Source: an optimization exercise on an open RTL-to-GDS flow (aim: small area, a short achievable clock period and few clock cycles). Production flows keep margins and buffers that such runs may drop.
Function was checked by simulation only, so behaviour that the tests miss may differ from the original.
Power figures rest on the tool's default switching activity, not on a simulated workload.

[config.mk]
export PLATFORM = sky130hd
export DESIGN_NAME = mac_frame_deframer_crc32
export DESIGN_NICKNAME = mac_frame_deframer_crc32
export VERILOG_FILES = /design/flow/design.v
export SDC_FILE = /design/flow/constraint.sdc
export NUM_CORES = 4
export LEC_CHECK = 0
export CAP_MARGIN = 20
export CORE_MARGIN = 2
export CORE_UTILIZATION = 45
export GPL_ROUTABILITY_DRIVEN = 1
export PLACE_DENSITY = 0.65
export SLEW_MARGIN = 20
[constraint.sdc]
create_clock -name core_clock -period 5.0 [get_ports {clk}]
set_input_delay 1.0000 -clock core_clock [delete_from_list [all_inputs] [get_ports {clk}]]
set_output_delay 1.0000 -clock core_clock [all_outputs]
set_load 0.01 [all_outputs]
[design.v]
`timescale 1ns / 1ps
package dfr_pkg;
    localparam int unsigned MIN_FRAME_BYTES = 1 + 4 + 1 + 2 + 4;
    localparam int unsigned HEADER_BYTES    = 8;
    localparam int unsigned MIC_BYTES       = 4;
    localparam logic [31:0] CRC_INIT     = 32'hFFFF_FFFF;
    localparam logic [31:0] CRC_POLY     = 32'hEDB8_8320;
    localparam logic [7:0]  FOPTS_MASK   = 8'h0F;
    localparam logic [7:0]  VERSION_MASK = 8'h03;
    typedef enum logic [1:0] {
        KIND_OPTION  = 2'd0,
        KIND_PAYLOAD = 2'd1,
        KIND_SUMMARY = 2'd2
    } kind_t;
    typedef enum logic [2:0] {
        ST_OK       = 3'd0,
        ST_SHORT    = 3'd1,
        ST_MISMATCH = 3'd2,
        ST_OVERRUN  = 3'd3,
        ST_TOO_LONG = 3'd4
    } status_t;
    typedef struct packed {
        kind_t       kind;
        logic [7:0]  byte_value;
        status_t     status;
        logic [2:0]  message_type;
        logic [1:0]  major_version;
        logic [31:0] device_address;
        logic [7:0]  frame_control;
        logic [15:0] frame_counter;
        logic [7:0]  payload_length;
        logic        last_of_run;
    } result_t;
    localparam int unsigned RESULT_W = 2 + 8 + 3 + 3 + 2 + 32 + 8 + 16 + 8 + 1;
    typedef struct packed {
        logic    byte_valid;
        logic    sum_valid;
        result_t byte_res;
        result_t sum_res;
    } push_t;
endpackage
`timescale 1ns / 1ps
import dfr_pkg::*;
module dfr_parser #(
    parameter int unsigned MAX_FRAME_BYTES = 255
) (
    input  logic           clk,
    input  logic           rst_n,
    input  logic           in_valid,
    output logic           in_ready,
    input  logic [7:0]     in_data,
    input  logic           in_eof,
    input  logic           queue_room,
    output dfr_pkg::push_t push
);
    localparam int unsigned BS_W  = $clog2(MAX_FRAME_BYTES + 2);
    localparam int unsigned CMP_W = BS_W + 1;
    localparam logic [BS_W-1:0] MAX_BS  = BS_W'(MAX_FRAME_BYTES);
    localparam logic [BS_W-1:0] OVER_BS = BS_W'(MAX_FRAME_BYTES + 1);
    logic       stage_valid_reg, stage_valid_next;
    logic [7:0] stage_byte_reg;
    logic       stage_eof_reg;
    logic       take, advance;
    logic [7:0]      held_reg [MIC_BYTES];
    logic [7:0]      held_next [MIC_BYTES];
    logic [BS_W-1:0] seen_reg, seen_next;
    logic [31:0]     crc_reg, crc_next;
    logic [7:0]      header_reg, header_next;
    logic [31:0]     address_reg, address_next;
    logic [7:0]      control_reg, control_next;
    logic [15:0]     counter_reg, counter_next;
    logic [BS_W-1:0]  pos, pos_opt;
    logic [7:0]       rel;
    logic [3:0]       fopts;
    logic [CMP_W-1:0] body, hdr_opts;
    logic [31:0]      mic;
    logic [2:0]       status;
    logic [7:0]       plen;
    function automatic [31:0] crc32_byte(input [31:0] crc_in, input [7:0] data);
        integer k;
        begin
            crc32_byte = crc_in ^ {24'd0, data};
            for (k = 0; k < 8; k = k + 1)
            begin
                if (crc32_byte[0])
                begin
                    crc32_byte = (crc32_byte >> 1) ^ dfr_pkg::CRC_POLY;
                end
                else
                begin
                    crc32_byte = crc32_byte >> 1;
                end
            end
        end
    endfunction
    assign advance           = stage_valid_reg && queue_room;
    assign in_ready = !stage_valid_reg || queue_room;
    assign take              = in_valid && in_ready;
    always_comb
    begin
        stage_valid_next = stage_valid_reg;
        if (take)
        begin
            stage_valid_next = 1'b1;
        end
        else if (advance)
        begin
            stage_valid_next = 1'b0;
        end
    end
    always_comb
    begin
        for (int i = 0; i < MIC_BYTES; i++)
        begin
            held_next[i] = held_reg[i];
        end
        seen_next    = seen_reg;
        crc_next     = crc_reg;
        header_next  = header_reg;
        address_next = address_reg;
        control_next = control_reg;
        counter_next = counter_reg;
        pos          = seen_reg - BS_W'(MIC_BYTES);
        pos_opt      = pos - BS_W'(HEADER_BYTES);
        rel          = held_reg[0];
        push         = '0;
        if (seen_reg < MAX_BS)
        begin
            if (seen_reg >= BS_W'(MIC_BYTES))
            begin
                crc_next = crc32_byte(crc_reg, rel);
                if (pos == BS_W'(0))
                begin
                    header_next = rel;
                end
                else if (pos <= BS_W'(4))
                begin
                    address_next[8 * 2'(pos - BS_W'(1)) +: 8] = rel;
                end
                else if (pos == BS_W'(5))
                begin
                    control_next = rel;
                end
                else if (pos == BS_W'(6))
                begin
                    counter_next[7:0] = rel;
                end
                else if (pos == BS_W'(7))
                begin
                    counter_next[15:8] = rel;
                end
                else
                begin
                    push.byte_valid          = 1'b1;
                    push.byte_res.kind       = (pos_opt < BS_W'(control_reg[3:0])) ?
                                               KIND_OPTION : KIND_PAYLOAD;
                    push.byte_res.byte_value = rel;
                    push.byte_res.last_of_run = !stage_eof_reg;
                end
            end
            for (int i = 0; i < MIC_BYTES - 1; i++)
            begin
                held_next[i] = held_reg[i + 1];
            end
            held_next[MIC_BYTES - 1] = stage_byte_reg;
            seen_next = seen_reg + BS_W'(1);
        end
        else
        begin
            seen_next = OVER_BS;
        end
        fopts    = control_next[3:0];
        body     = CMP_W'(seen_next) - CMP_W'(MIC_BYTES);
        hdr_opts = CMP_W'(HEADER_BYTES) + CMP_W'(fopts);
        mic      = {held_next[3], held_next[2], held_next[1], held_next[0]};
        plen     = 8'd0;
        if (seen_next > MAX_BS)
        begin
            status = ST_TOO_LONG;
        end
        else if (seen_next < BS_W'(MIN_FRAME_BYTES))
        begin
            status = ST_SHORT;
        end
        else if (mic != ~crc_next)
        begin
            status = ST_MISMATCH;
        end
        else if (hdr_opts > body)
        begin
            status = ST_OVERRUN;
        end
        else
        begin
            status = ST_OK;
            plen   = 8'(body - hdr_opts);
        end
        if (stage_eof_reg)
        begin
            push.sum_valid                  = 1'b1;
            push.sum_res.kind               = KIND_SUMMARY;
            push.sum_res.status             = dfr_pkg::status_t'(status);
            push.sum_res.message_type       = header_next[7:5];
            push.sum_res.major_version      = 2'(header_next & VERSION_MASK);
            push.sum_res.device_address     = address_next;
            push.sum_res.frame_control      = control_next;
            push.sum_res.frame_counter      = counter_next;
            push.sum_res.payload_length     = plen;
            push.sum_res.last_of_run        = 1'b1;
            for (int i = 0; i < MIC_BYTES; i++)
            begin
                held_next[i] = 8'd0;
            end
            seen_next    = '0;
            crc_next     = CRC_INIT;
            header_next  = 8'd0;
            address_next = 32'd0;
            control_next = 8'd0;
            counter_next = 16'd0;
        end
        if (!advance)
        begin
            push = '0;
        end
    end
    always_ff @(posedge clk or negedge rst_n)
    begin
        if (!rst_n)
        begin
            stage_valid_reg <= 1'b0;
            for (int i = 0; i < MIC_BYTES; i++)
            begin
                held_reg[i] <= 8'd0;
            end
            seen_reg    <= '0;
            crc_reg     <= CRC_INIT;
            header_reg  <= 8'd0;
            address_reg <= 32'd0;
            control_reg <= 8'd0;
            counter_reg <= 16'd0;
        end
        else
        begin
            stage_valid_reg <= stage_valid_next;
            if (advance)
            begin
                for (int i = 0; i < MIC_BYTES; i++)
                begin
                    held_reg[i] <= held_next[i];
                end
                seen_reg    <= seen_next;
                crc_reg     <= crc_next;
                header_reg  <= header_next;
                address_reg <= address_next;
                control_reg <= control_next;
                counter_reg <= counter_next;
            end
        end
    end
    always_ff @(posedge clk)
    begin
        if (take)
        begin
            stage_byte_reg <= in_data;
            stage_eof_reg  <= in_eof;
        end
    end
endmodule
`timescale 1ns / 1ps
import dfr_pkg::*;
module dfr_result_fifo (
    input  logic           clk,
    input  logic           rst_n,
    input  dfr_pkg::push_t push,
    output logic           queue_room,
    output logic           out_valid,
    input  logic           out_ready,
    output dfr_pkg::result_t out_res
);
    localparam int unsigned DEPTH = 4;
    localparam int unsigned PTR_W = $clog2(DEPTH);
    localparam int unsigned CNT_W = $clog2(DEPTH + 1);
    logic [dfr_pkg::RESULT_W-1:0] mem [DEPTH];
    logic [PTR_W-1:0] wr_ptr_reg, wr_ptr_next;
    logic [PTR_W-1:0] rd_ptr_reg, rd_ptr_next;
    logic [CNT_W-1:0] count_reg, count_next;
    logic             pop;
    logic [PTR_W-1:0] sum_ptr;
    dfr_pkg::result_t          head;
    assign queue_room = count_reg <= CNT_W'(DEPTH - 2);
    assign pop        = out_valid && out_ready;
    assign sum_ptr    = wr_ptr_reg + PTR_W'(push.byte_valid);
    always_comb
    begin
        wr_ptr_next = wr_ptr_reg + PTR_W'(push.byte_valid) + PTR_W'(push.sum_valid);
        rd_ptr_next = rd_ptr_reg + PTR_W'(pop);
        count_next  = count_reg + CNT_W'(push.byte_valid) + CNT_W'(push.sum_valid)
                      - CNT_W'(pop);
    end
    always_ff @(posedge clk or negedge rst_n)
    begin
        if (!rst_n)
        begin
            wr_ptr_reg <= '0;
            rd_ptr_reg <= '0;
            count_reg  <= '0;
        end
        else
        begin
            wr_ptr_reg <= wr_ptr_next;
            rd_ptr_reg <= rd_ptr_next;
            count_reg  <= count_next;
        end
    end
    always_ff @(posedge clk)
    begin
        if (push.byte_valid)
        begin
            mem[wr_ptr_reg] <= push.byte_res;
        end
        if (push.sum_valid)
        begin
            mem[sum_ptr] <= push.sum_res;
        end
    end
    assign head                   = mem[rd_ptr_reg];
    assign out_valid = count_reg != '0;
    assign out_res   = head;
endmodule
`timescale 1ns / 1ps
import dfr_pkg::*;
module mac_frame_deframer_crc32 (
    input  logic        clk,
    input  logic        rst_n,
    input  logic        in_valid,
    output logic        in_ready,
    input  logic [7:0]  in_data,
    input  logic        in_eof,
    output logic        out_valid,
    input  logic        out_ready,
    output logic [1:0]  out_kind,
    output logic [7:0]  out_byte_value,
    output logic [2:0]  out_status,
    output logic [2:0]  out_message_type,
    output logic [1:0]  out_major_version,
    output logic [31:0] out_device_address,
    output logic [7:0]  out_frame_control,
    output logic [15:0] out_frame_counter,
    output logic [7:0]  out_payload_length,
    output logic        out_last_of_run
);
    localparam int unsigned MAX_FRAME_BYTES = 255;
    dfr_pkg::push_t   push;
    logic    queue_room;
    dfr_pkg::result_t head;
    dfr_parser #(
        .MAX_FRAME_BYTES (MAX_FRAME_BYTES)
    ) u_parser (
        .clk        (clk),
        .rst_n      (rst_n),
        .in_valid   (in_valid),
        .in_ready   (in_ready),
        .in_data    (in_data),
        .in_eof     (in_eof),
        .queue_room (queue_room),
        .push       (push)
    );
    dfr_result_fifo u_result_fifo (
        .clk        (clk),
        .rst_n      (rst_n),
        .push       (push),
        .queue_room (queue_room),
        .out_valid  (out_valid),
        .out_ready  (out_ready),
        .out_res    (head)
    );
    assign out_kind           = head.kind;
    assign out_byte_value     = head.byte_value;
    assign out_status         = head.status;
    assign out_message_type   = head.message_type;
    assign out_major_version  = head.major_version;
    assign out_device_address = head.device_address;
    assign out_frame_control  = head.frame_control;
    assign out_frame_counter  = head.frame_counter;
    assign out_payload_length = head.payload_length;
    assign out_last_of_run    = head.last_of_run;
endmodule
[run.sh]
#!/bin/bash
# synth_recipe.tcl (not shown) runs the flow's synth.tcl, then flattens the netlist and writes it again
# the make line also repeats each setting of config.mk as NAME=value (left out here)
make -C /OpenROAD-flow-scripts/flow DESIGN_CONFIG=/design/flow/config.mk WORK_HOME=/design/flow/orfs CLKGATE_MAP_FILE= SYNTH_SCRIPT=/design/flow/synth_recipe.tcl finish
==> notes.md <==
cell count after synthesis=~1,900; I/O pin cnt=98; layout cells sized above 1=about 16%; Routed Wire Length=between 60 and 70 mm; gr usage total=between 20 and 25%; r2r endpoint=u_result_fifo.mem[0][6]; CORE AREA=between 50,000 and 60,000 sq um; Initial Util=between 40% and 50%; vias per cell=slightly below 6; DR pass1 iterations=6; number of global-route vias before repair=roughly 16,000; Critical Path End Type=register; Final Hold Vio Count=0; max reg flops=about 330; Final GP Congestion=approximately 0.87; CP max stage delay=about 0.38 ns; DP HPWL=39.0 mm; largest net degree at the start of global routing=75; setup bufs post-CTS=0; H-tree depth=2; Top FF cell, synth=edfxtp_1; r2r setup slk=approximately 0.46 ns; R2R cell count=19; critical path's top delay family=simple AND/OR/NAND/NOR gates; number of fill cells in the layout=approximately 4,500; Reg clk slew, reported paths=0.06 ns; Leak=slightly below 10 nW; largest register by flop count=u_result_fifo.mem; Final setup viols=0; port bufs=slightly below 100; maximum fanout along the worst path=16; worst skew pair latency=approximately 0.62 ns; top cells by area, synth=edfxtp_1 (38%), dfrtp_1 (11%), mux4_2 (7.8%); TritonCTS clock tree=built; Inserted Diodes=0; die area=~55,000 sq um; commonest cells in the netlist=nor2_1 (349), edfxtp_1 (305), dfrtp_1 (110), nand2_1 (107), mux2i_1 (103); hold slack=between 0.4 and 0.5 ns; worst clock skew=roughly 0.04 ns; P&R area growth vs syn=15.1%; first-pass GRT wire length=between 90 and 100 mm; post-synthesis sequential area ratio=between 50% and 60%; Rel. slew slack=between 30% and 40%; Clk pwr share=about a fifth; Synthesized Nets=roughly 2,000; Critical Path End=u_result_fifo.mem[0][6]; worst path cell trace=inv_1 > ha_1 > nor4bb_2 > a31oi_1 > o32ai_1 > nand2_1 > nor3_2 > nand2_2 > mux2i_1 > inv_1 > ha_1 > a21oi_1 > nor2b_1 > o21ai_0 > a21oi_1 > and3_1 > nor2_4 > nand4_4 > nor3_1; row cnt=84; Tcrit/Tclk final=90.9%; average size of a mapped cell=between 10 and 15 sq um; internal portion of total power=roughly 0.011 W; Switching Fraction=roughly two fifths; worst slew pin tran=1.01 ns; CP Launch Point=u_parser.seen_reg[2]; sequential power share=31.9%; YS warnings=4; arrival time at the worst endpoint=around 5.0 ns; Multi-input gate area=around 9900 sq um; clock sinks=between 400 and 500; Reg area=13,500 sq um; max_cap viols=0; Initial DRC Count=1,201; Critical Path Start Type=register; synthesized flop and latch total=483; post-synthesis cell type count=79; NetSw=0.00699 W; Cell Pwr Density=~660 nW/um^2; total CTS buffers=52; Post-synth EDFFs=305; Routed WL per cell=about 23 um; number of nets with antenna violations after routing=0; CP max stage cell=dfrtp_1; DRC=0; Tmin final=between 4 and 5 ns; GRT Residual Overflow=0; fmax=0.220 GHz; CP Buf/Inv Count=2; DR vias=about 16,000; top cell type's share of synthesized area=between 30% and 40%; Setup TNS=0 ns; status=no timing/DRC/antenna violations; initial antenna violation count=0; ys async rst share=~29%; Crit path depth=19; Hold Path Class=input port to async pin; Max Buffers Root-to-Sink=3; Worst R2R Start=u_parser.seen_reg[2]; VDD IR max=~0.49 mV; Data required, critical path=~5.4 ns; clock root buffer=clkbuf_16; most frequent cell after synthesis=nor2_1; WS Path Type=register to register; RSZ-0062 raised after global routing=no; Mapped Area=approximately 24,000 sq um; Final nets=about 2,000; Die X=~230 um; Comb pwr share=between 40% and 50%; Slew Limit Fails=0; cell taking the most area after synthesis=edfxtp_1; Die Ht=between 200 and 250 um
worst min-delay path by stage:
stage	end	slack [ns]
after floorplan	u_parser.header_reg[7]	0.44
after global placement	u_parser.header_reg[7]	0.46
after detailed placement	u_parser.address_reg[1]	0.47
after CTS	u_parser.held_reg[2][6]	0.43
after global routing	u_parser.held_reg[3][3]	0.45
final	u_parser.held_reg[3][3]	0.42
per-layer routing:
layer	track usage [%]	share of wire, %	up-vias
li1	-	-	7191
met2	38.4	50	446
met4	5.68	2.1	0
met3	3.55	4.9	97
met5	0	0	-
met1	29.5	43	8073
repair_timing:
item / CTS / global route
pin swaps: 0 / 0
cloned: 0 / 1
hold endpoints to repair: 0 / 0
hold buffers: 0 / 0
resized for setup: 1 / 5
endpoints found under the setup margin: 1 / 35
metrics by stage:
stage / total power [W] / std cells / area (sq um) / setup WS [ns] / util [%]
2_1_floorplan: 0.0116 / 1919 / 24000 / 0.200 / -
3_3_place_gp: 0.0145 / 2633 / 25900 / 0.269 / 49.3
3_5_place_dp: 0.0146 / 2633 / 25900 / 0.0345 / 49.3
4_1_cts: 0.0182 / 2731 / 27500 / 0.0783 / 52.4
5_1_grt: 0.0191 / 2732 / 27600 / 0.0240 / 52.5
6_report: 0.0181 / 2732 / 27600 / 0.456 / 52.5
logic make-up (layout without fill, tap and decap cells):
group                      count (synthesis)  after routing  share of synthesized area, %
xor gates and xnor gates                 138            138                          6.52
and+or+nand+nor                          579            580                          10.6
DFF                                      483            483                          56.3
buffers and inverters                    177            301                          3.11
AOI/OAI and AO/OA                        317            317                          9.25
adders and majority gates                 36             36                          1.97
muxes                                    189            189                          12.3
layout make-up:
| class | count | share of cell area, % |
|---|---|---|
| clock buffer | 79 | 5.30 |
| clock inverter | 19 | 0.581 |
| inverter | 42 | 0.572 |
| multi-input combinational | 1260 | 35.7 |
| sequential | 483 | 48.9 |
| tap | 688 | 3.12 |
| timing repair buffer | 161 | 5.81 |
power by group through the flow:
stage | clock network (W) | logic, W | registers [W]
floorplan | 0 | 0.00610 | 0.00552
detailed placement | 0 | 0.00871 | 0.00586
global placement | 0 | 0.00863 | 0.00582
CTS | 0.00370 | 0.00876 | 0.00579
finish | 0.00364 | 0.00872 | 0.00578
global route | 0.00387 | 0.00932 | 0.00587
cells in the final DEF (no fill, tap or decap), types with 6 or more instances in the layout:
master / count
and3_1: 6
o22a_1: 48
nand2_1: 100
nand3_1: 20
xnor2_1: 75
xnor2_4: 9
ha_1: 33
nor2_1: 348
a22oi_1: 64
dfrtp_1: 108
a31oi_1: 8
clkinv_2: 6
clkbuf_1: 19
buf_12: 12
nand2b_1: 6
mux4_2: 83
nor3_2: 10
clkdlybuf4s50_1: 96
mux2i_1: 103
xor2_1: 39
clkbuf_16: 53
buf_4: 52
o22ai_1: 10
dfstp_2: 32
o21ai_0: 73
inv_1: 41
nor3_1: 27
xnor3_1: 9
a21oi_1: 39
a22o_1: 35
dfxtp_1: 36
edfxtp_1: 305
worst reg2reg max path: cells and delay by family, from the launching register on:
| kind | cells | cell delay, ns |
|---|---|---|
| and+or+nand+nor | 9 | 2.16 |
| AOI/OAI and AO/OA | 5 | 0.68 |
| adders and majority gates | 2 | 0.65 |
| DFF | 1 | 0.38 |
| buffers and inverters | 2 | 0.25 |
| muxes | 1 | 0.25 |
Testbench counts, summed over its fixed seeds: cycles 71,912.

## separate check: timing with driven ports
The results above use ideal ports. As a check the final layout listed here was re-extracted and re-timed, cells and wires unchanged.
Step 1 (the two cells are an assumption about what drives the block):
set clk [get_ports {clk}]
set_driving_cell -lib_cell sky130_fd_sc_hd__clkbuf_16 $clk
set_driving_cell -lib_cell sky130_fd_sc_hd__buf_2 [delete_from_list [all_inputs] $clk]
Step 2, shift: input delay + t, output delay - t, t = (earliest + latest rising clock arrival at the registers) / 2. This alone moves slack from input paths to output paths.
a / b / c = no drivers / after step 1 / after step 2; a / b = the first two.
t (ns): 0.655
setup slack, ns: 0.456 / 0.456 / 0.456
hold slack, ns: 0.424 / 0.410 / 0.482
worst setup path at the end: register to register
After both steps setup and hold are still met in this run. For this run, drivers alone change the setup slack by 0.000 ns; drivers and shift together by 0.000 ns.
